Source: an optimization exercise on an open RTL-to-GDS flow (aim: small area, a short achievable clock period and few clock cycles). Production flows keep margins and buffers that such runs may drop.
Only simulation tests tie the RTL to the original design; equivalence was not proved.
Power is estimated from default activity; no workload was simulated.

File: design/flow/run.sh
#!/bin/bash
# synth_recipe.tcl (not shown) runs the flow's synth.tcl, then flattens the netlist and writes it again
# the make line also repeats each setting of config.mk as NAME=value (left out here)
make -C /OpenROAD-flow-scripts/flow DESIGN_CONFIG=/design/flow/config.mk WORK_HOME=/design/flow/orfs CLKGATE_MAP_FILE= SYNTH_SCRIPT=/design/flow/synth_recipe.tcl finish
File: design/flow/config.mk
export PLATFORM = sky130hd
export DESIGN_NAME = conv_mac_engine
export DESIGN_NICKNAME = conv_mac_engine
export VERILOG_FILES = /design/flow/design.v
export SDC_FILE = /design/flow/constraint.sdc
export NUM_CORES = 4
export LEC_CHECK = 0
export CAP_MARGIN = 20
export CORE_MARGIN = 2
export CORE_UTILIZATION = 55
export SETUP_SLACK_MARGIN = 5
export SLEW_MARGIN = 20
File: design/flow/constraint.sdc
create_clock -name core_clock -period 10.0 [get_ports {clk}]
set_input_delay 2.0000 -clock core_clock [delete_from_list [all_inputs] [get_ports {clk}]]
set_output_delay 2.0000 -clock core_clock [all_outputs]
set_load 0.01 [all_outputs]
File: design/flow/design.v
package conv_pkg;
  typedef enum logic {
    MODE_CONV  = 1'b0,
    MODE_DENSE = 1'b1
  } mode_e;
  typedef enum logic [1:0] {
    S_IDLE  = 2'd0,
    S_RUN   = 2'd1,
    S_DRAIN = 2'd2,
    S_OUT   = 2'd3
  } state_e;
  function automatic int acc_w(input int data_w, input int wdepth);
    acc_w = 2 * data_w + $clog2(wdepth);
  endfunction
endpackage
module mac_lane (
  input  logic              clk,
  input  logic              rst_n,
  input  logic              wr_en,
  input  logic [3:0]        wr_addr,
  input  logic [22:0]       wr_data,
  input  logic [15:0]       tap_oh,
  input  logic [22:0]       x,
  input  logic [24:0]       x3,
  input  logic              clr,
  output logic [49:0]       acc
);
  logic [15:0][22:0] w_q;
  logic [15:0]       wv_q;
  logic [15:0]       rsel;
  logic [22:0]       wrd;
  always_ff @(posedge clk) begin
    if (wr_en) w_q[wr_addr] <= wr_data;
  end
  always_ff @(posedge clk or negedge rst_n) begin
    if (!rst_n) wv_q <= '0;
    else if (wr_en) wv_q[wr_addr] <= 1'b1;
  end
  assign rsel = tap_oh & wv_q;
  always_comb begin
    wrd = '0;
    for (int k = 0; k < 16; k++) wrd = wrd | ({23{rsel[k]}} & w_q[k]);
  end
  logic [24:0] ws;
  logic [7:0] s1_d, s2_d, s3_d, s4_d;
  logic [7:0] s1, s2, s3, s4, neg;
  assign ws = {wrd[22], wrd, 1'b0};
  generate
    for (genvar j = 0; j < 8; j++) begin : g_enc
      logic [3:0] b;
      assign b = ws[3*j +: 4];
      always_comb begin
        case (b)
          4'd1, 4'd2, 4'd13, 4'd14: {s4_d[j], s3_d[j], s2_d[j], s1_d[j]} = 4'b0001;
          4'd3, 4'd4, 4'd11, 4'd12: {s4_d[j], s3_d[j], s2_d[j], s1_d[j]} = 4'b0010;
          4'd5, 4'd6, 4'd9,  4'd10: {s4_d[j], s3_d[j], s2_d[j], s1_d[j]} = 4'b0100;
          4'd7, 4'd8:              {s4_d[j], s3_d[j], s2_d[j], s1_d[j]} = 4'b1000;
          default:                 {s4_d[j], s3_d[j], s2_d[j], s1_d[j]} = 4'b0000;
        endcase
      end
    end
  endgenerate
  always_ff @(posedge clk) begin
    s1  <= s1_d;
    s2  <= s2_d;
    s3  <= s3_d;
    s4  <= s4_d;
    for (int j = 0; j < 8; j++) neg[j] <= ws[3*j+3];
  end
  logic [24:0] pp0;
  logic [24:0] pp1;
  logic [24:0] pp2;
  logic [24:0] pp3;
  logic [24:0] pp4;
  logic [24:0] pp5;
  logic [24:0] pp6;
  logic [24:0] pp7;
  logic [24:0] x1, x2, x4;
  assign x1 = {{2{x[22]}}, x};
  assign x2 = {x[22], x, 1'b0};
  assign x4 = {x, 2'b00};
  assign pp0 = {1'b1, 24'd0} ^ ({25{s1[0]}} & x1 | {25{s2[0]}} & x2 | {25{s3[0]}} & x3 | {25{s4[0]}} & x4) ^ {25{neg[0]}};
  assign pp1 = {1'b1, 24'd0} ^ ({25{s1[1]}} & x1 | {25{s2[1]}} & x2 | {25{s3[1]}} & x3 | {25{s4[1]}} & x4) ^ {25{neg[1]}};
  assign pp2 = {1'b1, 24'd0} ^ ({25{s1[2]}} & x1 | {25{s2[2]}} & x2 | {25{s3[2]}} & x3 | {25{s4[2]}} & x4) ^ {25{neg[2]}};
  assign pp3 = {1'b1, 24'd0} ^ ({25{s1[3]}} & x1 | {25{s2[3]}} & x2 | {25{s3[3]}} & x3 | {25{s4[3]}} & x4) ^ {25{neg[3]}};
  assign pp4 = {1'b1, 24'd0} ^ ({25{s1[4]}} & x1 | {25{s2[4]}} & x2 | {25{s3[4]}} & x3 | {25{s4[4]}} & x4) ^ {25{neg[4]}};
  assign pp5 = {1'b1, 24'd0} ^ ({25{s1[5]}} & x1 | {25{s2[5]}} & x2 | {25{s3[5]}} & x3 | {25{s4[5]}} & x4) ^ {25{neg[5]}};
  assign pp6 = {1'b1, 24'd0} ^ ({25{s1[6]}} & x1 | {25{s2[6]}} & x2 | {25{s3[6]}} & x3 | {25{s4[6]}} & x4) ^ {25{neg[6]}};
  assign pp7 = {1'b1, 24'd0} ^ ({25{s1[7]}} & x1 | {25{s2[7]}} & x2 | {25{s3[7]}} & x3 | {25{s4[7]}} & x4) ^ {25{neg[7]}};
  logic t1, t2, t3, t4, t5, t6, t7, t8, t9, t10, t11, t12, t13, t14, t15, t16, t17, t18, t19, t20, t21, t22, t23, t24, t25, t26, t27, t28, t29, t30, t31, t32, t33, t34, t35, t36, t37, t38, t39, t40, t41, t42, t43, t44, t45, t46, t47, t48, t49, t50, t51, t52, t53, t54, t55, t56, t57, t58, t59, t60, t61, t62, t63, t64, t65, t66, t67, t68, t69, t70, t71, t72, t73, t74, t75, t76, t77, t78, t79, t80, t81, t82, t83, t84, t85, t86, t87, t88, t89, t90, t91, t92, t93, t94, t95, t96, t97, t98, t99, t100, t101, t102, t103, t104, t105, t106, t107, t108, t109, t110, t111, t112, t113, t114, t115, t116, t117, t118, t119, t120, t121, t122, t123, t124, t125, t126, t127, t128, t129, t130, t131, t132, t133, t134, t135, t136, t137, t138, t139, t140, t141, t142, t143, t144, t145, t146, t147, t148, t149, t150, t151, t152, t153, t154, t155, t156, t157, t158, t159, t160, t161, t162, t163, t164, t165, t166, t167, t168, t169, t170, t171, t172, t173, t174, t175, t176, t177, t178, t179, t180, t181, t182, t183, t184, t185, t186, t187, t188, t189, t190, t191, t192, t193, t194, t195, t196, t197, t198, t199, t200, t201, t202, t203, t204, t205, t206, t207, t208, t209, t210, t211, t212, t213, t214, t215, t216, t217, t218, t219, t220, t221, t222, t223, t224, t225, t226, t227, t228, t229, t230, t231, t232, t233, t234, t235, t236, t237, t238, t239, t240, t241, t242, t243, t244, t245, t246, t247, t248, t249, t250, t251, t252, t253, t254, t255, t256, t257, t258, t259, t260, t261, t262, t263, t264, t265, t266, t267, t268, t269, t270, t271, t272, t273, t274, t275, t276, t277, t278, t279, t280, t281, t282, t283, t284, t285, t286, t287, t288, t289, t290, t291, t292, t293, t294, t295, t296, t297, t298, t299, t300, t301, t302, t303, t304, t305, t306, t307, t308, t309, t310, t311, t312, t313, t314, t315, t316, t317, t318, t319, t320, t321, t322, t323, t324, t325, t326, t327, t328;
  assign t1 = pp0[15] ^ pp1[12];
  assign t2 = pp0[15] & pp1[12];
  assign t3 = pp0[16] ^ pp1[13];
  assign t4 = pp0[16] & pp1[13];
  assign t5 = pp0[17] ^ pp1[14];
  assign t6 = pp0[17] & pp1[14];
  assign t7 = pp0[18] ^ pp1[15] ^ pp2[12];
  assign t8 = (pp0[18] & pp1[15]) | (pp0[18] & pp2[12]) | (pp1[15] & pp2[12]);
  assign t9 = pp3[9] ^ pp4[6];
  assign t10 = pp3[9] & pp4[6];
  assign t11 = pp0[19] ^ pp1[16] ^ pp2[13];
  assign t12 = (pp0[19] & pp1[16]) | (pp0[19] & pp2[13]) | (pp1[16] & pp2[13]);
  assign t13 = pp3[10] ^ pp4[7];
  assign t14 = pp3[10] & pp4[7];
  assign t15 = pp0[20] ^ pp1[17] ^ pp2[14];
  assign t16 = (pp0[20] & pp1[17]) | (pp0[20] & pp2[14]) | (pp1[17] & pp2[14]);
  assign t17 = pp3[11] ^ pp4[8];
  assign t18 = pp3[11] & pp4[8];
  assign t19 = pp0[21] ^ pp1[18] ^ pp2[15];
  assign t20 = (pp0[21] & pp1[18]) | (pp0[21] & pp2[15]) | (pp1[18] & pp2[15]);
  assign t21 = pp3[12] ^ pp4[9] ^ pp5[6];
  assign t22 = (pp3[12] & pp4[9]) | (pp3[12] & pp5[6]) | (pp4[9] & pp5[6]);
  assign t23 = pp6[3] ^ pp7[0];
  assign t24 = pp6[3] & pp7[0];
  assign t25 = pp0[22] ^ pp1[19] ^ pp2[16];
  assign t26 = (pp0[22] & pp1[19]) | (pp0[22] & pp2[16]) | (pp1[19] & pp2[16]);
  assign t27 = pp3[13] ^ pp4[10] ^ pp5[7];
  assign t28 = (pp3[13] & pp4[10]) | (pp3[13] & pp5[7]) | (pp4[10] & pp5[7]);
  assign t29 = pp6[4] ^ pp7[1];
  assign t30 = pp6[4] & pp7[1];
  assign t31 = pp0[23] ^ pp1[20] ^ pp2[17];
  assign t32 = (pp0[23] & pp1[20]) | (pp0[23] & pp2[17]) | (pp1[20] & pp2[17]);
  assign t33 = pp3[14] ^ pp4[11] ^ pp5[8];
  assign t34 = (pp3[14] & pp4[11]) | (pp3[14] & pp5[8]) | (pp4[11] & pp5[8]);
  assign t35 = pp6[5] ^ pp7[2];
  assign t36 = pp6[5] & pp7[2];
  assign t37 = ~(pp0[24] ^ pp1[21]);
  assign t38 = pp0[24] | pp1[21];
  assign t39 = pp2[18] ^ pp3[15] ^ pp4[12];
  assign t40 = (pp2[18] & pp3[15]) | (pp2[18] & pp4[12]) | (pp3[15] & pp4[12]);
  assign t41 = pp5[9] ^ pp6[6] ^ pp7[3];
  assign t42 = (pp5[9] & pp6[6]) | (pp5[9] & pp7[3]) | (pp6[6] & pp7[3]);
  assign t43 = ~(pp1[22] ^ pp2[19]);
  assign t44 = pp1[22] | pp2[19];
  assign t45 = pp3[16] ^ pp4[13] ^ pp5[10];
  assign t46 = (pp3[16] & pp4[13]) | (pp3[16] & pp5[10]) | (pp4[13] & pp5[10]);
  assign t47 = pp6[7] ^ pp7[4];
  assign t48 = pp6[7] & pp7[4];
  assign t49 = ~(pp1[23] ^ pp2[20]);
  assign t50 = pp1[23] | pp2[20];
  assign t51 = pp3[17] ^ pp4[14] ^ pp5[11];
  assign t52 = (pp3[17] & pp4[14]) | (pp3[17] & pp5[11]) | (pp4[14] & pp5[11]);
  assign t53 = pp6[8] ^ pp7[5];
  assign t54 = pp6[8] & pp7[5];
  assign t55 = pp1[24] ^ pp2[21] ^ pp3[18];
  assign t56 = (pp1[24] & pp2[21]) | (pp1[24] & pp3[18]) | (pp2[21] & pp3[18]);
  assign t57 = pp4[15] ^ pp5[12] ^ pp6[9];
  assign t58 = (pp4[15] & pp5[12]) | (pp4[15] & pp6[9]) | (pp5[12] & pp6[9]);
  assign t59 = ~(pp2[22] ^ pp3[19]);
  assign t60 = pp2[22] | pp3[19];
  assign t61 = pp4[16] ^ pp5[13];
  assign t62 = pp4[16] & pp5[13];
  assign t63 = ~(pp2[23] ^ pp3[20]);
  assign t64 = pp2[23] | pp3[20];
  assign t65 = pp4[17] ^ pp5[14];
  assign t66 = pp4[17] & pp5[14];
  assign t67 = pp2[24] ^ pp3[21] ^ pp4[18];
  assign t68 = (pp2[24] & pp3[21]) | (pp2[24] & pp4[18]) | (pp3[21] & pp4[18]);
  assign t69 = ~pp3[22];
  assign t70 = ~pp3[23];
  assign t71 = pp0[9] ^ pp1[6];
  assign t72 = pp0[9] & pp1[6];
  assign t73 = pp0[10] ^ pp1[7];
  assign t74 = pp0[10] & pp1[7];
  assign t75 = pp0[11] ^ pp1[8];
  assign t76 = pp0[11] & pp1[8];
  assign t77 = pp0[12] ^ pp1[9] ^ pp2[6];
  assign t78 = (pp0[12] & pp1[9]) | (pp0[12] & pp2[6]) | (pp1[9] & pp2[6]);
  assign t79 = pp3[3] ^ pp4[0];
  assign t80 = pp3[3] & pp4[0];
  assign t81 = pp0[13] ^ pp1[10] ^ pp2[7];
  assign t82 = (pp0[13] & pp1[10]) | (pp0[13] & pp2[7]) | (pp1[10] & pp2[7]);
  assign t83 = pp3[4] ^ pp4[1];
  assign t84 = pp3[4] & pp4[1];
  assign t85 = pp0[14] ^ pp1[11] ^ pp2[8];
  assign t86 = (pp0[14] & pp1[11]) | (pp0[14] & pp2[8]) | (pp1[11] & pp2[8]);
  assign t87 = pp3[5] ^ pp4[2];
  assign t88 = pp3[5] & pp4[2];
  assign t89 = t1 ^ pp2[9] ^ pp3[6];
  assign t90 = (t1 & pp2[9]) | (t1 & pp3[6]) | (pp2[9] & pp3[6]);
  assign t91 = pp4[3] ^ pp5[0] ^ neg[5];
  assign t92 = (pp4[3] & pp5[0]) | (pp4[3] & neg[5]) | (pp5[0] & neg[5]);
  assign t93 = t2 ^ t3 ^ pp2[10];
  assign t94 = (t2 & t3) | (t2 & pp2[10]) | (t3 & pp2[10]);
  assign t95 = pp3[7] ^ pp4[4] ^ pp5[1];
  assign t96 = (pp3[7] & pp4[4]) | (pp3[7] & pp5[1]) | (pp4[4] & pp5[1]);
  assign t97 = t4 ^ t5 ^ pp2[11];
  assign t98 = (t4 & t5) | (t4 & pp2[11]) | (t5 & pp2[11]);
  assign t99 = pp3[8] ^ pp4[5] ^ pp5[2];
  assign t100 = (pp3[8] & pp4[5]) | (pp3[8] & pp5[2]) | (pp4[5] & pp5[2]);
  assign t101 = t6 ^ t7 ^ t9;
  assign t102 = (t6 & t7) | (t6 & t9) | (t7 & t9);
  assign t103 = pp5[3] ^ pp6[0] ^ neg[6];
  assign t104 = (pp5[3] & pp6[0]) | (pp5[3] & neg[6]) | (pp6[0] & neg[6]);
  assign t105 = t8 ^ t10 ^ t11;
  assign t106 = (t8 & t10) | (t8 & t11) | (t10 & t11);
  assign t107 = t13 ^ pp5[4] ^ pp6[1];
  assign t108 = (t13 & pp5[4]) | (t13 & pp6[1]) | (pp5[4] & pp6[1]);
  assign t109 = t12 ^ t14 ^ t15;
  assign t110 = (t12 & t14) | (t12 & t15) | (t14 & t15);
  assign t111 = t17 ^ pp5[5] ^ pp6[2];
  assign t112 = (t17 & pp5[5]) | (t17 & pp6[2]) | (pp5[5] & pp6[2]);
  assign t113 = t16 ^ t18 ^ t19;
  assign t114 = (t16 & t18) | (t16 & t19) | (t18 & t19);
  assign t115 = t21 ^ t23 ^ neg[7];
  assign t116 = (t21 & t23) | (t21 & neg[7]) | (t23 & neg[7]);
  assign t117 = t20 ^ t22 ^ t24;
  assign t118 = (t20 & t22) | (t20 & t24) | (t22 & t24);
  assign t119 = t25 ^ t27 ^ t29;
  assign t120 = (t25 & t27) | (t25 & t29) | (t27 & t29);
  assign t121 = t26 ^ t28 ^ t30;
  assign t122 = (t26 & t28) | (t26 & t30) | (t28 & t30);
  assign t123 = t31 ^ t33 ^ t35;
  assign t124 = (t31 & t33) | (t31 & t35) | (t33 & t35);
  assign t125 = t32 ^ t34 ^ t36;
  assign t126 = (t32 & t34) | (t32 & t36) | (t34 & t36);
  assign t127 = t37 ^ t39 ^ t41;
  assign t128 = (t37 & t39) | (t37 & t41) | (t39 & t41);
  assign t129 = t38 ^ t40 ^ t42;
  assign t130 = (t38 & t40) | (t38 & t42) | (t40 & t42);
  assign t131 = t43 ^ t45 ^ t47;
  assign t132 = (t43 & t45) | (t43 & t47) | (t45 & t47);
  assign t133 = t44 ^ t46 ^ t48;
  assign t134 = (t44 & t46) | (t44 & t48) | (t46 & t48);
  assign t135 = t49 ^ t51 ^ t53;
  assign t136 = (t49 & t51) | (t49 & t53) | (t51 & t53);
  assign t137 = t50 ^ t52 ^ t54;
  assign t138 = (t50 & t52) | (t50 & t54) | (t52 & t54);
  assign t139 = t55 ^ t57 ^ pp7[6];
  assign t140 = (t55 & t57) | (t55 & pp7[6]) | (t57 & pp7[6]);
  assign t141 = t56 ^ t58 ^ t59;
  assign t142 = (t56 & t58) | (t56 & t59) | (t58 & t59);
  assign t143 = t61 ^ pp6[10] ^ pp7[7];
  assign t144 = (t61 & pp6[10]) | (t61 & pp7[7]) | (pp6[10] & pp7[7]);
  assign t145 = t60 ^ t62 ^ t63;
  assign t146 = (t60 & t62) | (t60 & t63) | (t62 & t63);
  assign t147 = t65 ^ pp6[11] ^ pp7[8];
  assign t148 = (t65 & pp6[11]) | (t65 & pp7[8]) | (pp6[11] & pp7[8]);
  assign t149 = t64 ^ t66 ^ t67;
  assign t150 = (t64 & t66) | (t64 & t67) | (t66 & t67);
  assign t151 = pp5[15] ^ pp6[12] ^ pp7[9];
  assign t152 = (pp5[15] & pp6[12]) | (pp5[15] & pp7[9]) | (pp6[12] & pp7[9]);
  assign t153 = t68 ^ t69 ^ pp4[19];
  assign t154 = (t68 & t69) | (t68 & pp4[19]) | (t69 & pp4[19]);
  assign t155 = pp5[16] ^ pp6[13] ^ pp7[10];
  assign t156 = (pp5[16] & pp6[13]) | (pp5[16] & pp7[10]) | (pp6[13] & pp7[10]);
  assign t157 = pp3[22] ^ t70 ^ pp4[20];
  assign t158 = (pp3[22] & t70) | (pp3[22] & pp4[20]) | (t70 & pp4[20]);
  assign t159 = pp5[17] ^ pp6[14] ^ pp7[11];
  assign t160 = (pp5[17] & pp6[14]) | (pp5[17] & pp7[11]) | (pp6[14] & pp7[11]);
  assign t161 = pp3[23] ^ pp3[24] ^ pp4[21];
  assign t162 = (pp3[23] & pp3[24]) | (pp3[23] & pp4[21]) | (pp3[24] & pp4[21]);
  assign t163 = pp5[18] ^ pp6[15] ^ pp7[12];
  assign t164 = (pp5[18] & pp6[15]) | (pp5[18] & pp7[12]) | (pp6[15] & pp7[12]);
  assign t165 = ~(pp4[22] ^ pp5[19]);
  assign t166 = pp4[22] | pp5[19];
  assign t167 = pp6[16] ^ pp7[13];
  assign t168 = pp6[16] & pp7[13];
  assign t169 = ~(pp4[23] ^ pp5[20]);
  assign t170 = pp4[23] | pp5[20];
  assign t171 = pp6[17] ^ pp7[14];
  assign t172 = pp6[17] & pp7[14];
  assign t173 = pp4[24] ^ pp5[21] ^ pp6[18];
  assign t174 = (pp4[24] & pp5[21]) | (pp4[24] & pp6[18]) | (pp5[21] & pp6[18]);
  assign t175 = ~pp5[22];
  assign t176 = ~pp5[23];
  assign t177 = pp0[6] ^ pp1[3];
  assign t178 = pp0[6] & pp1[3];
  assign t179 = pp0[7] ^ pp1[4];
  assign t180 = pp0[7] & pp1[4];
  assign t181 = pp0[8] ^ pp1[5];
  assign t182 = pp0[8] & pp1[5];
  assign t183 = t71 ^ pp2[3] ^ pp3[0];
  assign t184 = (t71 & pp2[3]) | (t71 & pp3[0]) | (pp2[3] & pp3[0]);
  assign t185 = t72 ^ t73 ^ pp2[4];
  assign t186 = (t72 & t73) | (t72 & pp2[4]) | (t73 & pp2[4]);
  assign t187 = t74 ^ t75 ^ pp2[5];
  assign t188 = (t74 & t75) | (t74 & pp2[5]) | (t75 & pp2[5]);
  assign t189 = t76 ^ t77 ^ t79;
  assign t190 = (t76 & t77) | (t76 & t79) | (t77 & t79);
  assign t191 = t78 ^ t80 ^ t81;
  assign t192 = (t78 & t80) | (t78 & t81) | (t80 & t81);
  assign t193 = t82 ^ t84 ^ t85;
  assign t194 = (t82 & t84) | (t82 & t85) | (t84 & t85);
  assign t195 = t86 ^ t88 ^ t89;
  assign t196 = (t86 & t88) | (t86 & t89) | (t88 & t89);
  assign t197 = t90 ^ t92 ^ t93;
  assign t198 = (t90 & t92) | (t90 & t93) | (t92 & t93);
  assign t199 = t94 ^ t96 ^ t97;
  assign t200 = (t94 & t96) | (t94 & t97) | (t96 & t97);
  assign t201 = t98 ^ t100 ^ t101;
  assign t202 = (t98 & t100) | (t98 & t101) | (t100 & t101);
  assign t203 = t102 ^ t104 ^ t105;
  assign t204 = (t102 & t104) | (t102 & t105) | (t104 & t105);
  assign t205 = t106 ^ t108 ^ t109;
  assign t206 = (t106 & t108) | (t106 & t109) | (t108 & t109);
  assign t207 = t110 ^ t112 ^ t113;
  assign t208 = (t110 & t112) | (t110 & t113) | (t112 & t113);
  assign t209 = t114 ^ t116 ^ t117;
  assign t210 = (t114 & t116) | (t114 & t117) | (t116 & t117);
  assign t211 = t118 ^ t120 ^ t121;
  assign t212 = (t118 & t120) | (t118 & t121) | (t120 & t121);
  assign t213 = t122 ^ t124 ^ t125;
  assign t214 = (t122 & t124) | (t122 & t125) | (t124 & t125);
  assign t215 = t126 ^ t128 ^ t129;
  assign t216 = (t126 & t128) | (t126 & t129) | (t128 & t129);
  assign t217 = t130 ^ t132 ^ t133;
  assign t218 = (t130 & t132) | (t130 & t133) | (t132 & t133);
  assign t219 = t134 ^ t136 ^ t137;
  assign t220 = (t134 & t136) | (t134 & t137) | (t136 & t137);
  assign t221 = t138 ^ t140 ^ t141;
  assign t222 = (t138 & t140) | (t138 & t141) | (t140 & t141);
  assign t223 = t142 ^ t144 ^ t145;
  assign t224 = (t142 & t144) | (t142 & t145) | (t144 & t145);
  assign t225 = t146 ^ t148 ^ t149;
  assign t226 = (t146 & t148) | (t146 & t149) | (t148 & t149);
  assign t227 = t150 ^ t152 ^ t153;
  assign t228 = (t150 & t152) | (t150 & t153) | (t152 & t153);
  assign t229 = t154 ^ t156 ^ t157;
  assign t230 = (t154 & t156) | (t154 & t157) | (t156 & t157);
  assign t231 = t158 ^ t160 ^ t161;
  assign t232 = (t158 & t160) | (t158 & t161) | (t160 & t161);
  assign t233 = t162 ^ t164 ^ t165;
  assign t234 = (t162 & t164) | (t162 & t165) | (t164 & t165);
  assign t235 = t166 ^ t168 ^ t169;
  assign t236 = (t166 & t168) | (t166 & t169) | (t168 & t169);
  assign t237 = t170 ^ t172 ^ t173;
  assign t238 = (t170 & t172) | (t170 & t173) | (t172 & t173);
  assign t239 = t174 ^ t175 ^ pp6[19];
  assign t240 = (t174 & t175) | (t174 & pp6[19]) | (t175 & pp6[19]);
  assign t241 = pp5[22] ^ t176 ^ pp6[20];
  assign t242 = (pp5[22] & t176) | (pp5[22] & pp6[20]) | (t176 & pp6[20]);
  assign t243 = pp5[23] ^ pp5[24] ^ pp6[21];
  assign t244 = (pp5[23] & pp5[24]) | (pp5[23] & pp6[21]) | (pp5[24] & pp6[21]);
  assign t245 = ~pp6[22];
  assign t246 = ~pp6[23];
  assign t247 = pp0[3] ^ pp1[0];
  assign t248 = pp0[3] & pp1[0];
  assign t249 = pp0[4] ^ pp1[1];
  assign t250 = pp0[4] & pp1[1];
  assign t251 = pp0[5] ^ pp1[2];
  assign t252 = pp0[5] & pp1[2];
  assign t253 = t177 ^ pp2[0] ^ neg[2];
  assign t254 = (t177 & pp2[0]) | (t177 & neg[2]) | (pp2[0] & neg[2]);
  assign t255 = t178 ^ t179 ^ pp2[1];
  assign t256 = (t178 & t179) | (t178 & pp2[1]) | (t179 & pp2[1]);
  assign t257 = t180 ^ t181 ^ pp2[2];
  assign t258 = (t180 & t181) | (t180 & pp2[2]) | (t181 & pp2[2]);
  assign t259 = t182 ^ t183 ^ neg[3];
  assign t260 = (t182 & t183) | (t182 & neg[3]) | (t183 & neg[3]);
  assign t261 = t184 ^ t185 ^ pp3[1];
  assign t262 = (t184 & t185) | (t184 & pp3[1]) | (t185 & pp3[1]);
  assign t263 = t186 ^ t187 ^ pp3[2];
  assign t264 = (t186 & t187) | (t186 & pp3[2]) | (t187 & pp3[2]);
  assign t265 = t188 ^ t189 ^ neg[4];
  assign t266 = (t188 & t189) | (t188 & neg[4]) | (t189 & neg[4]);
  assign t267 = t190 ^ t191 ^ t83;
  assign t268 = (t190 & t191) | (t190 & t83) | (t191 & t83);
  assign t269 = t192 ^ t193 ^ t87;
  assign t270 = (t192 & t193) | (t192 & t87) | (t193 & t87);
  assign t271 = t194 ^ t195 ^ t91;
  assign t272 = (t194 & t195) | (t194 & t91) | (t195 & t91);
  assign t273 = t196 ^ t197 ^ t95;
  assign t274 = (t196 & t197) | (t196 & t95) | (t197 & t95);
  assign t275 = t198 ^ t199 ^ t99;
  assign t276 = (t198 & t199) | (t198 & t99) | (t199 & t99);
  assign t277 = t200 ^ t201 ^ t103;
  assign t278 = (t200 & t201) | (t200 & t103) | (t201 & t103);
  assign t279 = t202 ^ t203 ^ t107;
  assign t280 = (t202 & t203) | (t202 & t107) | (t203 & t107);
  assign t281 = t204 ^ t205 ^ t111;
  assign t282 = (t204 & t205) | (t204 & t111) | (t205 & t111);
  assign t283 = t206 ^ t207 ^ t115;
  assign t284 = (t206 & t207) | (t206 & t115) | (t207 & t115);
  assign t285 = t208 ^ t209 ^ t119;
  assign t286 = (t208 & t209) | (t208 & t119) | (t209 & t119);
  assign t287 = t210 ^ t211 ^ t123;
  assign t288 = (t210 & t211) | (t210 & t123) | (t211 & t123);
  assign t289 = t212 ^ t213 ^ t127;
  assign t290 = (t212 & t213) | (t212 & t127) | (t213 & t127);
  assign t291 = t214 ^ t215 ^ t131;
  assign t292 = (t214 & t215) | (t214 & t131) | (t215 & t131);
  assign t293 = t216 ^ t217 ^ t135;
  assign t294 = (t216 & t217) | (t216 & t135) | (t217 & t135);
  assign t295 = t218 ^ t219 ^ t139;
  assign t296 = (t218 & t219) | (t218 & t139) | (t219 & t139);
  assign t297 = t220 ^ t221 ^ t143;
  assign t298 = (t220 & t221) | (t220 & t143) | (t221 & t143);
  assign t299 = t222 ^ t223 ^ t147;
  assign t300 = (t222 & t223) | (t222 & t147) | (t223 & t147);
  assign t301 = t224 ^ t225 ^ t151;
  assign t302 = (t224 & t225) | (t224 & t151) | (t225 & t151);
  assign t303 = t226 ^ t227 ^ t155;
  assign t304 = (t226 & t227) | (t226 & t155) | (t227 & t155);
  assign t305 = t228 ^ t229 ^ t159;
  assign t306 = (t228 & t229) | (t228 & t159) | (t229 & t159);
  assign t307 = t230 ^ t231 ^ t163;
  assign t308 = (t230 & t231) | (t230 & t163) | (t231 & t163);
  assign t309 = t232 ^ t233 ^ t167;
  assign t310 = (t232 & t233) | (t232 & t167) | (t233 & t167);
  assign t311 = t234 ^ t235 ^ t171;
  assign t312 = (t234 & t235) | (t234 & t171) | (t235 & t171);
  assign t313 = t236 ^ t237 ^ pp7[15];
  assign t314 = (t236 & t237) | (t236 & pp7[15]) | (t237 & pp7[15]);
  assign t315 = t238 ^ t239 ^ pp7[16];
  assign t316 = (t238 & t239) | (t238 & pp7[16]) | (t239 & pp7[16]);
  assign t317 = t240 ^ t241 ^ pp7[17];
  assign t318 = (t240 & t241) | (t240 & pp7[17]) | (t241 & pp7[17]);
  assign t319 = t242 ^ t243 ^ pp7[18];
  assign t320 = (t242 & t243) | (t242 & pp7[18]) | (t243 & pp7[18]);
  assign t321 = t244 ^ t245 ^ pp7[19];
  assign t322 = (t244 & t245) | (t244 & pp7[19]) | (t245 & pp7[19]);
  assign t323 = pp6[22] ^ t246 ^ pp7[20];
  assign t324 = (pp6[22] & t246) | (pp6[22] & pp7[20]) | (t246 & pp7[20]);
  assign t325 = pp6[23] ^ pp6[24] ^ pp7[21];
  assign t326 = (pp6[23] & pp6[24]) | (pp6[23] & pp7[21]) | (pp6[24] & pp7[21]);
  assign t327 = ~pp7[22];
  assign t328 = ~pp7[23];
  logic [49:0] ps, pc;
  assign ps = {1'b1, 1'b1, 1'b1, 1'b1, pp7[23], pp7[22], t326, t324, t322, t320, t318, t316, t314, t312, t310, t308, t306, t304, t302, t300, t298, t296, t294, t292, t290, t288, t286, t284, t282, t280, t278, t276, t274, t272, t270, t268, t266, t264, t262, t260, t258, t256, t254, t252, t250, t248, t247, pp0[2], pp0[1], pp0[0]};
  assign pc = {1'b0, 1'b0, 1'b0, 1'b0, pp7[24], t328, t327, t325, t323, t321, t319, t317, t315, t313, t311, t309, t307, t305, t303, t301, t299, t297, t295, t293, t291, t289, t287, t285, t283, t281, t279, t277, t275, t273, t271, t269, t267, t265, t263, t261, t259, t257, t255, t253, t251, t249, neg[1], 1'b0, 1'b0, neg[0]};
  logic [49:0] ps_q, pc_q, acc_q;
  always_ff @(posedge clk) begin
    ps_q <= ps;
    pc_q <= pc;
    acc_q <= clr ? 50'd0 : acc_q + ps_q + pc_q;
  end
  assign acc = acc_q;
endmodule
module conv_mac_engine
#(
  parameter int DATA_W = 23,
  parameter int KSIZE  = 3,
  parameter int CH     = 2,
  parameter int WDEPTH = 16,
  parameter int ACC_W  = conv_pkg::acc_w(DATA_W, WDEPTH)
) (
  input  logic                       clk,
  input  logic                       rst_n,
  input  logic                       cfg_we,
  input  logic [$clog2(CH)-1:0]      cfg_ch,
  input  logic [$clog2(WDEPTH)-1:0]  cfg_addr,
  input  logic [DATA_W-1:0]          cfg_wdata,
  input  logic                       mode,
  input  logic [$clog2(WDEPTH):0]    len,
  input  logic                       start,
  input  logic                       in_valid,
  output logic                       in_ready,
  input  logic [DATA_W-1:0]          in_data,
  output logic                       out_valid,
  input  logic                       out_ready,
  output logic [CH*ACC_W-1:0]        out_data,
  output logic                       busy,
  output logic                       err
);
  localparam int AW = $clog2(WDEPTH);
  localparam int NK = KSIZE * KSIZE;
  logic          busy_q, rdy_q, ov_q, err_q;
  logic          p1_q, p2_q;
  logic [AW-1:0] tap_q, nm1_q;
  logic [WDEPTH-1:0] toh_q;
  logic          hs, last, start_ok, len_bad;
  assign busy      = busy_q;
  assign in_ready  = rdy_q;
  assign out_valid = ov_q;
  assign err       = err_q;
  assign hs       = in_valid && rdy_q;
  assign last     = hs && (tap_q == nm1_q);
  assign len_bad  = mode && ((len == '0) || (len > WDEPTH));
  assign start_ok = start && !busy_q && !len_bad;
  always_ff @(posedge clk or negedge rst_n) begin
    if (!rst_n) begin
      busy_q <= 1'b0;
      rdy_q  <= 1'b0;
      ov_q   <= 1'b0;
      err_q  <= 1'b0;
      p1_q   <= 1'b0;
      p2_q   <= 1'b0;
      tap_q  <= '0;
      toh_q  <= WDEPTH'(1);
      nm1_q  <= '0;
    end else begin
      busy_q <= start_ok || (busy_q && !(ov_q && out_ready));
      rdy_q  <= start_ok || (rdy_q && !last);
      p1_q   <= last;
      p2_q   <= p1_q;
      ov_q   <= p2_q || (ov_q && !out_ready);
      err_q  <= (start && !busy_q && len_bad) || (cfg_we && busy_q);
      tap_q  <= rdy_q ? tap_q + AW'(hs) : '0;
      toh_q  <= !rdy_q ? WDEPTH'(1) : hs ? {toh_q[WDEPTH-2:0], toh_q[WDEPTH-1]} : toh_q;
      if (!busy_q) nm1_q <= mode ? AW'(len - 1'b1) : AW'(NK - 1);
    end
  end
  logic [DATA_W-1:0] x_q;
  logic [DATA_W+1:0] x3, x3_q;
  assign x3 = {{2{in_data[DATA_W-1]}}, in_data} + {in_data[DATA_W-1], in_data, 1'b0};
  always_ff @(posedge clk or negedge rst_n) begin
    if (!rst_n) begin
      x_q  <= '0;
      x3_q <= '0;
    end else begin
      x_q  <= hs ? in_data : '0;
      x3_q <= hs ? x3 : '0;
    end
  end
  generate
    for (genvar gc = 0; gc < CH; gc++) begin : g_lane
      logic [ACC_W-1:0] acc_c;
      mac_lane u_lane (
        .clk     (clk),
        .rst_n   (rst_n),
        .wr_en   (cfg_we && !busy_q && (cfg_ch == gc)),
        .wr_addr (cfg_addr),
        .wr_data (cfg_wdata),
        .tap_oh  (toh_q),
        .x       (x_q),
        .x3      (x3_q),
        .clr     (start_ok),
        .acc     (acc_c)
      );
      assign out_data[gc*ACC_W +: ACC_W] = acc_c;
    end
  endgenerate
endmodule
==> results of run 1 <==
## sequential cells by signal, summed over array words and instances (netlist names), 4 cells and up
| name | flops |
|---|---|
| nm1_q | 4 |
| g_lane.u_lane.s3 | 14 |
| g_lane.u_lane.pc_q | 86 |
| toh_q | 16 |
| g_lane.u_lane.acc_q | 100 |
| g_lane.u_lane.s2 | 16 |
| x3_q | 24 |
| g_lane.u_lane.w_q | 736 |
| g_lane.u_lane.s4 | 14 |
| g_lane.u_lane.neg | 16 |
| x_q | 22 |
| tap_q | 4 |
| g_lane.u_lane.ps_q | 92 |
| g_lane.u_lane.wv_q | 32 |
| g_lane.u_lane.s1 | 16 |
## per-stage QoR
stage               setup TNS (ps)  setup slack (ps)  util [%]  instances  power [W]
floorplan                  -723400             -2531         -       7030    0.01769
global placement                 0              3798     57.47       8444    0.02269
detailed placement               0              3738     57.48       8444    0.02288
CTS                              0              5073     60.86       8694    0.02789
global route                     0              5024     60.92       8699    0.02992
finish                           0              5084     60.92       8701    0.02787
## what timing repair did
action,in CTS,in global routing
pin swaps,2,0
hold buffers,0,0
endpoints found under the setup margin,580,335
setup buffers,3,1
resized for setup,7,7
hold endpoints to repair,0,0
cloned,1,0
## routing by layer
layer / vias to the layer above / track usage [%]
li1: 25270 / -
met1: 29200 / 48.78
met2: 3960 / 60.76
met3: 1080 / 8.317
met4: 2 / 24.41
met5: - / 0
## worst max-delay path, cell delays in order
cell and delay (ps):
clkdlybuf4s50_1 660, inv_1 300, ha_2 380, nand3_1 190, o31ai_4 110, buf_6 590, nand2_4 700, a32o_1 460
## area by class of cell
cell class	instances	area, um2	share of cell area [%]
Multi-Input combinational cell	4780	37210	46.46
Sequential cell	1198	31900	39.83
Clock buffer	176	3774	4.712
Timing Repair Buffer	333	2964	3.701
Tap cell	1755	2196	2.742
Inverter	384	1441	1.800
Clock inverter	70	590.6	0.7374
Antenna cell	5	12.51	0.01562
## cells in the mapped netlist, types with 11 or more instances
library cell	number	area, um2
nand2_1	1048	3934
edfxtp_1	736	22100
clkbuf_1	572	2147
o21ai_0	485	2427
inv_1	381	1430
dfxtp_1	354	7087
a221oi_1	340	2978
a22o_1	340	2978
fa_1	337	6746
a22oi_1	336	2522
xnor2_1	329	2882
ha_1	226	2828
nor2_1	203	762.0
a32o_1	184	1842
xor2_1	181	1585
dfrtp_1	107	2678
a21oi_1	104	520.5
buf_1	91	341.6
a21o_1	76	570.6
nand3_1	65	325.3
and2_1	55	344.1
and3_1	43	269.0
nand4_1	38	237.7
nor3_1	37	185.2
o21bai_1	35	262.8
mux2i_1	25	250.2
nor2b_1	24	150.1
o211ai_1	22	165.2
o21a_1	19	142.6
a211oi_1	18	135.1
mux2_2	16	180.2
a222oi_1	15	150.1
or4_1	15	112.6
o41ai_1	14	122.6
a31oi_1	12	75.07
nand2b_1	11	68.82
## worst max-delay path by stage
stage	from	end	slack [ps]	cells after the start
final	cfg_addr[0]	g_lane[0].u_lane.w_q[233]	5080	8
after CTS	cfg_addr[0]	g_lane[1].u_lane.w_q[141]	5070	8
after global placement	cfg_addr[0]	g_lane[0].u_lane.w_q[140]	3800	8
after detailed placement	cfg_addr[0]	g_lane[1].u_lane.w_q[311]	3740	9
after global routing	cfg_addr[0]	g_lane[0].u_lane.w_q[99]	5020	10
after floorplan	cfg_we	g_lane[0].u_lane.wv_q[10]	-2530	3
## where the power goes
part	switching, W	internal [W]
Combinational	0.00933	0.00618
Sequential	0.000875	0.00652
Clock	0.00217	0.00279
## placed cells by master (no fill, tap or decap), types with 103 or more instances in the layout
master | Yosys | layout
a21oi_1 | 104 | 103
a221oi_1 | 340 | 340
a22o_1 | 340 | 340
a22oi_1 | 336 | 336
a32o_1 | 184 | 184
buf_4 | 1 | 160
clkbuf_16 | 0 | 141
clkdlybuf4s50_1 | 0 | 164
dfrtp_1 | 107 | 105
dfxtp_1 | 354 | 349
edfxtp_1 | 736 | 736
fa_1 | 337 | 337
ha_1 | 226 | 225
inv_1 | 381 | 381
nand2_1 | 1048 | 1034
nor2_1 | 203 | 202
o21ai_0 | 485 | 485
xnor2_1 | 329 | 328
xor2_1 | 181 | 181
## cell families (layout without fill, tap and decap cells)
family / after synthesis / in the layout
compound gates: 2082 / 2083
xor+xnor: 510 / 510
fa+ha+maj: 563 / 563
buf+inv: 1053 / 963
flops: 1198 / 1198
mux: 41 / 41
other cells: 0 / 5
simple gates: 1583 / 1583
==> out/results.tsv, run 1 <==
metric	value	unit
hold_sp	p1_q	
Slew @ Worst Pin	1232	ps
vias in the first global route	57580	
CTS max path bufs	3	
initial antenna violation count	10	
Avg Vias per Cell	6.840	
crit path launch type	primary input	
GRT Residual Overflow	0	
sequential area share after synthesis	43.83	%
async set or reset register ratio after synthesis	9.015	%
Hold Path Sink	p2_q	
first drt pass iteration count	7	
cell area after placement	75560	um2
critical path class	primary input to flop	
max-cap viol count	0	
routability cong.	0.9154	
Main synth FF type	edfxtp_1	
syn nets	7656	
total number of H-tree levels	4	
Row Count	133	
I/O Buffers	166	
final setup fails	0	
Synth Area in Adders	13.16	%
r2r setup slk	5850	ps
syn_area_per_cell	10.35	um2
Post-synth EDFFs	736	
die area	135200	um2
fin nets	7459	
Reg-to-Reg End	g_lane[0].u_lane.pc_q[21]	
Area growth syn-to-layout	10.07	%
I/O pin total	167	
DRT met1 WL	96450	um
Core Region	131500	um2
metal3 WL	28080	um
crit path capture type	flop	
Mapped Area	72760	um2
Tmin final	4916	ps
via count	59510	
First DRT Iteration DRCs	8133	
Worst-path clk slew	60	ps
Final Cell Area	80090	um2
Worst-Skew Late Latency	800	ps
Slew headroom	17.73	%
TritonCTS clock tree	done	
# fillers	11140	
DP HPWL	158800	um
total CTS buffers	136	
critical path data arrival time	5450	ps
depth of the worst register-to-register path	10	
WHS Path Cells	0	
#FFs+latches synth	1198	
Cell variety after synth	96	
Mapped Cells	7030	
total wire length	265100	um
Hold Violations, Final	0	
mux cell area share after synthesis	0.5915	%
routed wl met2	120600	um
main combinational cell family by area after synthesis	compound AO/OA/AOI/OAI gates	
Root Buffer	clkbuf_16	
crit-path max FO	50	
simple-gate portion of the synthesized area	9.239	%
Highest Clock Rate	203.4	MHz
post-synthesis compound-gate area fraction	21.58	%
Reg-to-Reg Start	x3_q[18]	
routed len/inst	30.47	um
final hold slack	359.9	ps
Total GRT Usage	38.69	%
DIE WIDTH	367.7	um
max layer used	met5	
largest net degree at the start of global routing	185	
share of cells above drive strength 1	6.786	%
Synth Area in XOR/XNOR	6.139	%
Critical Path RT	10530	ps
clk_skew	28.17	ps
RSZ-0062 raised after global routing	false	
HP Class	flop to flop	
die height	367.7	um
first-pass GRT wire length	390000	um
status	complete, no violations	
Leakage	32.19	nW
DR DRC count	0	
VDD IR-drop max	0.0002141	V
Syn. warnings	2	
clock sinks	1198	
PwrDens	348.0	nW/um2
Slew Limit Fails	0	
Final period util	49.16	%
post-route ant nets	0	
Initial Util	55.35	%
Testbench counts, summed over its fixed seeds: cycles 20,142.
==> run 2, diff against run 1 <==
==> design/flow/flow/run.sh (new file) <==
#!/bin/bash
set -euo pipefail
bash standard.sh SETUP_SLACK_MARGIN=6.4 cts > standard_cts.log 2>&1
bash standard.sh SETUP_SLACK_MARGIN=5.5 finish > standard_finish.log 2>&1
==> design/flow/standard.sh (new file) <==
#!/bin/bash
# synth_recipe.tcl (not shown) runs the flow's synth.tcl, then flattens the netlist and writes it again
# the make line also repeats each setting of config.mk as NAME=value (left out here)
make -C /OpenROAD-flow-scripts/flow DESIGN_CONFIG=/design/flow/config.mk WORK_HOME=/design/flow/orfs CLKGATE_MAP_FILE= SYNTH_SCRIPT=/design/flow/synth_recipe.tcl "${@:-finish}"
--- a/design/flow/config.mk
+++ b/design/flow/config.mk
@@ -7,6 +7,6 @@
 export LEC_CHECK = 0
 export CAP_MARGIN = 20
 export CORE_MARGIN = 2
-export CORE_UTILIZATION = 55
-export SETUP_SLACK_MARGIN = 5
+export CORE_UTILIZATION = 50
+export CTS_BUF_LIST = sky130_fd_sc_hd__clkbuf_8
 export SLEW_MARGIN = 20
removed: design/flow/run.sh
==> run 2 against run 1 <==
Still clean; clock power is 11% lower; via count is 2.3% higher; combinational power hardly changed.
==> out/results.tsv, run 2 <==
metric	value	unit
clk_skew	79.62	ps
Mapped Area	72760	um2
Slew Limit Fails	0	
Final period util	37.75	%
syn_area_per_cell	10.35	um2
Row Count	139	
Post-synth EDFFs	736	
RSZ-0062 raised after global routing	false	
Tot Pwr	0.02751	W
Biggest register	g_lane.u_lane.w_q	
Highest Clock Rate	264.9	MHz
Leakage	33.18	nW
vias in the first global route	59110	
Core Region	144000	um2
flip-flop count of the largest register, all copies and words added	736	
CTS max path bufs	3	
DP HPWL	156600	um
die area	148600	um2
Main synth FF type	edfxtp_1	
top cells by count, synth	1048 x nand2_1, 736 x edfxtp_1, 572 x clkbuf_1	
area occupied by multi-input gates	37950	um2
simple-gate portion of the synthesized area	9.239	%
cell taking the most area after synthesis	edfxtp_1	
crit path capture type	flop	
max-cap viol count	0	
routed len/inst	30.21	um
Total GRT Usage	36.45	%
final setup fails	0	
Reg area	32130	um2
Mapped Cells	7030	
Placed Cells	8589	
largest net degree at the start of global routing	151	
Synth Area in Adders	13.16	%
Reg-to-Reg Start	x_q[16]	
via count	60880	
crit-path max FO	74	
main combinational cell family by area after synthesis	compound AO/OA/AOI/OAI gates	
initial antenna violation count	16	
mux cell area share after synthesis	0.5915	%
Tmin final	3775	ps
Avg Vias per Cell	6.728	
commonest cells after routing, fill and taps aside	1031 x nand2_1, 736 x edfxtp_1, 481 x o21ai_0	
Hold Path Sink	p2_q	
Slew @ Worst Pin	1014	ps
Initial Util	50.53	%
Worst-Skew Late Latency	970	ps
Top Registers	g_lane.u_lane.w_q (736), g_lane.u_lane.acc_q (100), g_lane.u_lane.ps_q (92)	
share of cells above drive strength 1	12.81	%
crit path launch type	primary input	
Slew headroom	32.32	%
depth of the worst register-to-register path	13	
post-synthesis compound-gate area fraction	21.58	%
first drt pass iteration count	9	
fin nets	7594	
die height	385.5	um
I/O Buffers	166	
async set or reset register ratio after synthesis	9.015	%
status	complete, no violations	
post-route ant nets	0	
first-pass GRT wire length	401600	um
critical path data arrival time	4380	ps
Synth Area in XOR/XNOR	6.139	%
clock sinks	1198	
DP Worst Slack	3587	ps
commonest non-fill, non-tap cell in the layout	nand2_1	
GRT Residual Overflow	0	
most frequent cell after synthesis	nand2_1	
cells taking the most area after synthesis	edfxtp_1 30%, dfxtp_1 9.7%, fa_1 9.3%, nand2_1 5.4%, a221oi_1 4.1%	
Syn. warnings	2	
Reg-to-Reg End	g_lane[1].u_lane.pc_q[21]	
Worst-path clk slew	60	ps
Critical Path RT	10610	ps
Yosys top cell area share	30.37	%
Cell variety after synth	96	
syn nets	7656	
WHS Path Cells	0	
Root Buffer	clkbuf_8	
total CTS buffers	201	
total number of H-tree levels	4	
final hold slack	400.7	ps
First DRT Iteration DRCs	8424	
total wire length	273400	um
critical path class	primary input to flop	
DIE WIDTH	385.5	um
PwrDens	335.3	nW/um2
Area growth syn-to-layout	12.78	%
DR DRC count	0	
sequential area share after synthesis	43.83	%
final worst slack	6225	ps
TritonCTS clock tree	done	
I/O pin total	167	
HP Class	flop to flop	
r2r setup slk	6280	ps
#FFs+latches synth	1198	
hold_sp	p1_q	
routability cong.	0.9120	
Non-Filler Instances	9050	
# fillers	12460	
Hold Violations, Final	0	
cts hold-fix bufs	0	
VDD IR-drop max	0.0002303	V
[run 2: power by group]
part | switching, W | internal, W | total, W
Sequential | 0.000908 | 0.00659 | 0.00750
Clock | 0.00215 | 0.00227 | 0.00442
Combinational | 0.00936 | 0.00623 | 0.0156
[run 2: per-layer routing]
metal / vias up / routed length (um) / part of all wire (%) / global-route usage (%)
met2: 4333 / 121600 / 44 / 56.11
met4: 4 / 20950 / 7.7 / 23.47
met5: - / 31 / 0.011 / 0
met1: 29820 / 98050 / 36 / 46.01
li1: 25600 / - / - / -
met3: 1134 / 32790 / 12 / 8.802
[run 2: metrics by stage]
step                TNS (ps)  util, %  area (um2)
detailed placement         0    52.63       75790
floorplan            -723400        -       73110
CTS                        0    56.97       82040
global placement           0    52.63       75790
finish                     0    56.99       82070
global route               0    56.99       82060
[run 2: critical path, cell delays in order]
cell,delay (ps)
clkdlybuf4s50_1,530
and3b_4,790
buf_16,390
buf_4,590
[run 2: cells by family (layout without fill, tap and decap cells)]
kind of cell,after synthesis,after routing
AOI/OAI and AO/OA,2082,2083
xor gates and xnor gates,510,510
adders and majority gates,563,563
buffers and inverters,1053,1151
DFF,1198,1198
muxes,41,41
other,0,11
and+or+nand+nor,1583,1590
[run 2: how the worst max path moves through the flow]
| stage | cells past startpoint | slack [ps] | endpoint | start |
|---|---|---|---|---|
| 6_report | 4 | 6220 | g_lane[1].u_lane.w_q[270] | cfg_ch[0] |
| 5_1_grt | 11 | 6080 | g_lane[1].u_lane.acc_q[42] | g_lane[1].u_lane.acc_q[25] |
| 3_3_place_gp | 9 | 3710 | g_lane[0].u_lane.w_q[102] | cfg_addr[0] |
| 4_1_cts | 4 | 6330 | g_lane[1].u_lane.w_q[153] | cfg_ch[0] |
| 3_5_place_dp | 9 | 3590 | g_lane[0].u_lane.w_q[102] | cfg_addr[0] |
| 2_1_floorplan | 3 | -2530 | g_lane[0].u_lane.wv_q[10] | cfg_we |
[run 2: what timing repair did]
action                                   CTS  global route
endpoints found under the hold margin      0             0
resized for setup                        708             0
buffers inserted                          56             0
endpoints found under the setup margin  1163             0
[run 2: cell type report]
class                   instances  area share, %
repair buffers                396          5.014
well taps                    1903          2.901
clock inverters               149          1.168
clock buffers                 222          3.723
inverters                     384          1.766
diodes                         11        0.03354
multi-input cells            4787          46.24
flip-flops and latches       1198          39.15
==> run 3, diff against run 2 <==
--- a/design/flow/design.v
+++ b/design/flow/design.v
@@ -22,6 +22,7 @@
   input  logic [15:0]       tap_oh,
   input  logic [22:0]       x,
   input  logic [24:0]       x3,
+  input  logic              take,
   input  logic              clr,
   output logic [49:0]       acc
 );
@@ -61,11 +62,11 @@
     end
   endgenerate
   always_ff @(posedge clk) begin
-    s1  <= s1_d;
-    s2  <= s2_d;
-    s3  <= s3_d;
-    s4  <= s4_d;
-    for (int j = 0; j < 8; j++) neg[j] <= ws[3*j+3];
+    s1  <= take ? s1_d : '0;
+    s2  <= take ? s2_d : '0;
+    s3  <= take ? s3_d : '0;
+    s4  <= take ? s4_d : '0;
+    for (int j = 0; j < 8; j++) neg[j] <= take && ws[3*j+3];
   end
   logic [24:0] pp0;
   logic [24:0] pp1;
@@ -492,16 +493,10 @@
     end
   end
   logic [DATA_W-1:0] x_q;
-  logic [DATA_W+1:0] x3, x3_q;
-  assign x3 = {{2{in_data[DATA_W-1]}}, in_data} + {in_data[DATA_W-1], in_data, 1'b0};
-  always_ff @(posedge clk or negedge rst_n) begin
-    if (!rst_n) begin
-      x_q  <= '0;
-      x3_q <= '0;
-    end else begin
-      x_q  <= hs ? in_data : '0;
-      x3_q <= hs ? x3 : '0;
-    end
+  logic [DATA_W+1:0] x3_q;
+  always_ff @(posedge clk) begin
+    x_q  <= in_data;
+    x3_q <= {{2{in_data[DATA_W-1]}}, in_data} + {in_data[DATA_W-1], in_data, 1'b0};
   end
   generate
     for (genvar gc = 0; gc < CH; gc++) begin : g_lane
@@ -515,6 +510,7 @@
         .tap_oh  (toh_q),
         .x       (x_q),
         .x3      (x3_q),
+        .take    (hs),
         .clr     (start_ok),
         .acc     (acc_c)
       );
==> design/flow/flow/run.sh (replaced) <==
#!/bin/bash
set -euo pipefail
bash standard.sh SETUP_SLACK_MARGIN=6.6 cts > standard_cts.log 2>&1
bash standard.sh SETUP_SLACK_MARGIN=6.2 finish > standard_finish.log 2>&1
==> run 3 against run 2 <==
Still clean on timing, DRC and antenna; sequential power is 3% lower; worst setup slack improved by 230 ps; register-to-register slack better by 210 ps; total power down 7.2%; synthesized cell count is 2.9% lower; clock power increased by 3%; sequential cell count did not move; design area rose by 2.6%; critical path type unchanged.
==> out/results.tsv, run 3 <==
metric	value	unit
via count	60250	
clock sinks	1198	
First DRT Iteration DRCs	7834	
Synth Area in XOR/XNOR	6.194	%
Post-synth EDFFs	736	
die area	148100	um2
Highest Clock Rate	281.7	MHz
total CTS buffers	208	
crit path capture type	flop	
post-route ant nets	0	
syn nets	7450	
flip-flop count of the largest register, all copies and words added	736	
Worst-path clk slew	60	ps
Slew Limit Fails	0	
Synth Area in Adders	13.20	%
GRT Residual Overflow	0	
CTS max path bufs	3	
Root Buffer	clkbuf_8	
Biggest register	g_lane.u_lane.w_q	
clk_skew	66.99	ps
# fillers	12330	
most frequent cell after synthesis	edfxtp_1	
Reg area	32050	um2
crit path launch type	primary input	
first-pass GRT wire length	395200	um
syn_area_per_cell	10.63	um2
Core Region	143800	um2
cts hold-fix bufs	0	
max layer used	met5	
Hold Violations, Final	0	
async set or reset register ratio after synthesis	5.175	%
top cells by count, synth	736 x edfxtp_1, 663 x nand2_1, 557 x clkbuf_1	
Critical Path RT	10840	ps
Main synth FF type	edfxtp_1	
share of cells above drive strength 1	16.70	%
DR DRC count	0	
sequential area share after synthesis	43.65	%
Slew headroom	29.11	%
Avg Vias per Cell	6.723	
first drt pass iteration count	9	
crit-path max FO	4	
die height	384.9	um
Yosys top cell area share	30.47	%
I/O pin total	167	
total number of H-tree levels	4	
Leakage	35.19	nW
Tmin final	3550	ps
vias in the first global route	59380	
Final period util	35.50	%
Final Cell Area	84190	um2
routability cong.	0.8798	
final hold slack	350.1	ps
I/O Buffers	166	
cells taking the most area after synthesis	edfxtp_1 30%, dfxtp_1 11%, fa_1 9.3%, a21o_1 4.9%, a221oi_1 4.1%	
Initial Util	50.43	%
#FFs+latches synth	1198	
metal3 WL	29570	um
cell area after placement	76060	um2
routed len/inst	29.88	um
main combinational cell family by area after synthesis	compound AO/OA/AOI/OAI gates	
fin nets	7519	
max-cap viol count	0	
Area growth syn-to-layout	16.06	%
initial antenna violation count	9	
cell taking the most area after synthesis	edfxtp_1	
RSZ-0062 raised after global routing	false	
r2r setup slk	6490	ps
total wire length	267800	um
commonest non-fill, non-tap cell in the layout	edfxtp_1	
Syn. warnings	2	
DRT met1 WL	99790	um
commonest cells after routing, fill and taps aside	736 x edfxtp_1, 640 x nand2_1, 471 x a21o_1	
area occupied by multi-input gates	38550	um2
Worst-Skew Late Latency	990	ps
Top Registers	g_lane.u_lane.w_q (736), g_lane.u_lane.acc_q (100), g_lane.u_lane.ps_q (92)	
HP Class	flop to flop	
critical path class	primary input to flop	
simple-gate portion of the synthesized area	8.190	%
mux cell area share after synthesis	0.5692	%
VDD IR-drop max	0.0002442	V
DP HPWL	152300	um
Mapped Cells	6824	
Mapped Area	72540	um2
largest net degree at the start of global routing	110	
PwrDens	303.2	nW/um2
DIE WIDTH	384.9	um
TritonCTS clock tree	done	
routed wl met2	120300	um
post-synthesis compound-gate area fraction	22.79	%
critical path data arrival time	4390	ps
status	complete, no violations	
Cell variety after synth	80	
final setup fails	0	
Total GRT Usage	35.85	%
Row Count	139	
Slew @ Worst Pin	1059	ps
[run 3: cell types whose count changed in the layout (fill, tap and decap cells not counted), moves of 23 or more]
cell             previous run  this run
a21o_1                     75       471
a221oi_1                  305       281
buf_2                      36        13
buf_4                     168       235
buf_6                      13       139
clkdlybuf4s15_2            55         2
dfrtp_1                    90        60
dfxtp_4                    23        66
nand2_1                  1031       640
nor2_1                    200       360
nor2_4                      1        45
o21ai_0                   481        74
[run 3: worst paths after layout]
path | startpoint | endpoint | cells after the start
setup / recovery | in_data[10] | x3_q[20] | 11
hold / removal | p1_q | p2_q | 0
setup reg to reg | g_lane[1].u_lane.acc_q[10] | g_lane[1].u_lane.acc_q[38] | 12
hold reg to reg | p1_q | p2_q | 0
max in group asynchronous | rst_n | busy_q | 2
min in group asynchronous | rst_n | g_lane[1].u_lane.wv_q[4] | 2
[run 3: repair_timing]
action / in CTS / in global routing
setup buffers: 167 / 0
resized for setup: 1081 / 0
setup endpoints to repair: 1480 / 0
[run 3: cell type report]
cell class | instances | area share [%]
antenna | 5 | 0.01486
clock inverter | 141 | 1.135
timing repair buffer | 506 | 6.605
timing repair inverter | 1 | 0.005945
sequential | 1198 | 38.07
multi-input combinational | 4587 | 45.79
inverter | 391 | 1.788
tap | 1903 | 2.828
clock buffer | 230 | 3.760
[run 3: critical path, stage by stage]
cell and delay, ps:
clkdlybuf4s15_1 320, ha_4 330, and3_4 180, and3_1 170, a211oi_1 220, a21boi_2 300, o2111ai_1 160, a31oi_2 290
o21bai_1 90, a21oi_1 180, xnor2_1 150
[run 3: stage by stage]
step | std cells | setup slack (ps) | TNS (ps) | util, % | total power, W
floorplan | 6824 | -2531 | -723400 | - | 0.01598
global placement | 8390 | 4120 | 0 | 52.88 | 0.01998
detailed placement | 8390 | 4028 | 0 | 52.88 | 0.02011
CTS | 8957 | 6436 | 0 | 58.52 | 0.02552
global route | 8961 | 6298 | 0 | 58.53 | 0.02741
finish | 8962 | 6450 | 0 | 58.53 | 0.02552
[run 3: logic make-up after synthesis]
kind of cell | after synthesis
compound gates | 2077
xor+xnor | 513
fa+ha+maj | 563
buf+inv | 1043
flops | 1198
mux | 41
simple gates | 1389
[run 3: report_power, final]
part	switching (W)	internal, W	leakage (nW)	total [W]
combinational	0.00788	0.00580	22.0	0.0137
sequential	0.000853	0.00645	10.9	0.00730
clock	0.00217	0.00238	2.37	0.00455
total	0.0109	0.0146	35.2	0.0255
[run 3: per-layer routing]
metal,vias to the layer above,track usage [%]
met5,-,0
met4,6,20.37
met3,1104,8.341
met2,4033,56.08
met1,29870,45.73
li1,25240,-
Testbench counts of run 3, summed over its fixed seeds: cycles 20,142.
==> run 4, diff against run 3 <==
--- a/design/flow/design.v
+++ b/design/flow/design.v
@@ -30,13 +30,19 @@
   logic [15:0]       wv_q;
   logic [15:0]       rsel;
   logic [22:0]       wrd;
-  always_ff @(posedge clk) begin
-    if (wr_en) w_q[wr_addr] <= wr_data;
-  end
-  always_ff @(posedge clk or negedge rst_n) begin
-    if (!rst_n) wv_q <= '0;
-    else if (wr_en) wv_q[wr_addr] <= 1'b1;
-  end
+  logic [15:0]       wen;
+  generate
+    for (genvar k = 0; k < 16; k++) begin : g_w
+      assign wen[k] = wr_en && (wr_addr == 4'(k));
+      always_ff @(posedge clk) begin
+        if (wen[k]) w_q[k] <= wr_data;
+      end
+      always_ff @(posedge clk or negedge rst_n) begin
+        if (!rst_n)      wv_q[k] <= 1'b0;
+        else if (wen[k]) wv_q[k] <= 1'b1;
+      end
+    end
+  endgenerate
   assign rsel = tap_oh & wv_q;
   always_comb begin
     wrd = '0;
==> design/flow/flow/run.sh (replaced) <==
#!/bin/bash
set -euo pipefail
ports="BUFFER_PORTS_ARGS=-buffer_cell sky130_fd_sc_hd__buf_4"
bash standard.sh SETUP_SLACK_MARGIN=6.6 "$ports" cts > standard_cts.log 2>&1
bash standard.sh SETUP_SLACK_MARGIN=6.2 "$ports" finish > standard_finish.log 2>&1
==> run 4 against run 3 <==
Worst setup slack worse by 130 ps; core utilization up 0.18 points; synthesized cell count is 21% lower; sequential power decreased by 3.8%; fmax down 3.6%; register-to-register slack got worse by 130 ps; count of clock-buffer cells in the layout down 13; design area fell by 11%; total power is 7.1% higher; critical path type unchanged; critical endpoint is now x3_q[21]; largest cell class is now sequential cells.
==> out/results.tsv, run 4 <==
metric	value	unit
status	complete, no violations	
die height	362.9	um
crit path launch type	primary input	
Mapped Area	64390	um2
#FFs+latches synth	1198	
crit-path max FO	4	
Initial Util	50.43	%
HP Class	flop to flop	
clk_skew	54.90	ps
clock sinks	1198	
DIE WIDTH	362.9	um
commonest non-fill, non-tap cell in the layout	edfxtp_1	
commonest cells after routing, fill and taps aside	736 x edfxtp_1, 431 x inv_1, 340 x a22o_1	
First DRT Iteration DRCs	5344	
Final Cell Area	74970	um2
sum of negative setup slack	0	ps
cell area after placement	67380	um2
total number of H-tree levels	4	
final hold slack	367.2	ps
DP HPWL	120200	um
first-pass GRT wire length	302500	um
largest net degree at the start of global routing	102	
CTS max path bufs	3	
final setup fails	0	
critical path class	primary input to flop	
Slew @ Worst Pin	1209	ps
Critical Path RT	10760	ps
Tmin final	3684	ps
syn nets	6018	
Row Count	131	
Tot Pwr	0.02734	W
vias in the first global route	46410	
Main synth FF type	edfxtp_1	
I/O Buffers	166	
die area	131700	um2
post-route ant nets	0	
I/O pin total	167	
TritonCTS clock tree	done	
initial antenna violation count	12	
Post-synth EDFFs	736	
cells taking the most area after synthesis	edfxtp_1 34%, dfxtp_1 12%, fa_1 10%, a221oi_1 4.6%, a22o_1 4.6%	
Total GRT Usage	30.67	%
Mapped Cells	5396	
DR DRC count	0	
total wire length	202000	um
share of cells above drive strength 1	20.24	%
async set or reset register ratio after synthesis	5.175	%
Slew headroom	19.23	%
critical path data arrival time	4450	ps
routed len/inst	27.39	um
Top Registers	g_lane.u_lane.w_q (736), g_lane.u_lane.acc_q (100), g_lane.u_lane.ps_q (92)	
via count	46300	
Worst-path clk slew	60	ps
Slew Limit Fails	0	
cts hold-fix bufs	0	
top cells by count, synth	736 x edfxtp_1, 407 x clkbuf_1, 400 x dfxtp_1	
Area growth syn-to-layout	16.42	%
Cell variety after synth	77	
Biggest register	g_lane.u_lane.w_q	
RSZ-0062 raised after global routing	false	
fin nets	6171	
crit path capture type	flop	
GRT Residual Overflow	0	
Avg Vias per Cell	6.277	
Hold Violations, Final	0	
most frequent cell after synthesis	edfxtp_1	
Highest Clock Rate	271.4	MHz
Syn. warnings	2	
max-cap viol count	0	
PwrDens	364.7	nW/um2
syn_area_per_cell	11.93	um2
sequential area share after synthesis	49.17	%
Worst-Skew Late Latency	920	ps
Yosys top cell area share	34.32	%
Final period util	36.84	%
first drt pass iteration count	6	
Leakage	29.39	nW
VDD IR-drop max	0.0002146	V
total CTS buffers	197	
# fillers	10340	
Core Region	127700	um2
routability cong.	0.8662	
Root Buffer	clkbuf_8	
flip-flop count of the largest register, all copies and words added	736	
cell taking the most area after synthesis	edfxtp_1	
[run 4: worst paths after layout]
check	startpoint	to	slack (ps)	cells past startpoint
min in group asynchronous	rst_n	g_lane[1].u_lane.wv_q[6]	1180	1
worst max register to register	g_lane[1].u_lane.acc_q[1]	g_lane[1].u_lane.acc_q[49]	6360	14
worst max-delay path	in_data[1]	x3_q[21]	6320	15
max in group asynchronous	rst_n	busy_q	8150	1
worst min-delay path	p1_q	p2_q	370	0
worst min register to register	p1_q	p2_q	370	0
[run 4: area by class of cell]
cell class,count,area [um2],area share (%)
flip-flops and latches,1198,32020,42.71
multi-input cells,3345,30960,41.31
repair buffers,432,4536,6.050
clock buffers,217,2987,3.984
well taps,1662,2079,2.774
inverters,375,1410,1.881
clock inverters,144,958.4,1.278
diodes,4,10.01,0.01335
[run 4: timing repair]
item                                    CTS  global route
resized for setup                       560             0
buffers inserted                        135             0
gates cloned                             16             0
pin swaps                               107             4
endpoints found under the setup margin  226             1
[run 4: power breakdown]
part,switching [W],internal [W]
Sequential,0.000749,0.00627
Combinational,0.00906,0.00698
Clock,0.00205,0.00223
[run 4: layer usage]
layer | wire, um | track usage (%) | vias to the layer above
li1 | - | - | 20190
met1 | 81480 | 40.81 | 23160
met2 | 94440 | 49.20 | 2425
met3 | 18910 | 7.180 | 503
met4 | 7081 | 10.71 | 18
met5 | 105 | 0 | -
[run 4: critical path: stages]
cell and delay, ps:
buf_8 90, ha_4 130, inv_2 30, fa_2 330, nor2b_2 130, o21bai_1 90
a21boi_2 170, o211ai_1 90, buf_4 170, a21oi_4 170, o31ai_4 100, o311a_1 330
a211o_1 330, or4b_4 210, o211ai_1 70
[run 4: logic make-up (layout without fill, tap and decap cells)]
| group | Yosys count | after routing | synth area share (%) |
|---|---|---|---|
| compound gates | 1453 | 1453 | 17.65 |
| xor+xnor | 512 | 512 | 6.964 |
| fa+ha+maj | 559 | 559 | 14.79 |
| buf+inv | 853 | 1168 | 4.978 |
| flops | 1198 | 1198 | 49.17 |
| mux | 40 | 40 | 0.6257 |
| other cells | 0 | 4 | 0 |
| simple gates | 781 | 781 | 5.816 |
[run 4: per-stage QoR]
step / setup slack, ps / util [%] / std cells
finish: 6316 / 58.71 / 7377
global placement: 5055 / 52.66 / 6851
detailed placement: 5076 / 52.77 / 6857
CTS: 6325 / 58.63 / 7369
global route: 6201 / 58.71 / 7377
floorplan: 5679 / - / 5396
Testbench counts of run 4, summed over its fixed seeds: cycles 20,142.

==> static timing again, ports no longer ideal <==
No port has a modelled driver above. Below, the same layouts with a new extraction and two added sets of constraints.
Step 1, drivers: a clkbuf_16 drives clk and a buf_2 each remaining input, both assumed.
Step 2 adds t to the input delays and takes it off the output delays; t is the mean of the earliest and latest rising clock arrival at the registers after step 1. Input paths then give back, and output paths get back, about the clock's delay inside the block.
Three values: no drivers, after step 1, after step 2; two values: the first two.
run | t (ns) | setup WS [ns] | worst setup path after step 2 | worst register clock-pin slew, ns | cell pins on the clock port's net
run 1 | 0.869 | 5.084 / 5.145 / 4.276 | input to register | 0.07 / 0.07 | 1
run 2 | 1.010 | 6.225 / 6.275 / 5.264 | input to register | 0.07 / 0.07 | 1
run 3 | 1.033 | 6.450 / 6.417 / 5.465 | input to register | 0.07 / 0.07 | 1
run 4 | 0.964 | 6.316 / 6.333 / 5.370 | input to register | 0.07 / 0.07 | 1
After both steps setup and hold are still met in every run listed. For run 3, which loses most, drivers alone change the setup slack by -0.033 ns; drivers and shift together by -0.985 ns.
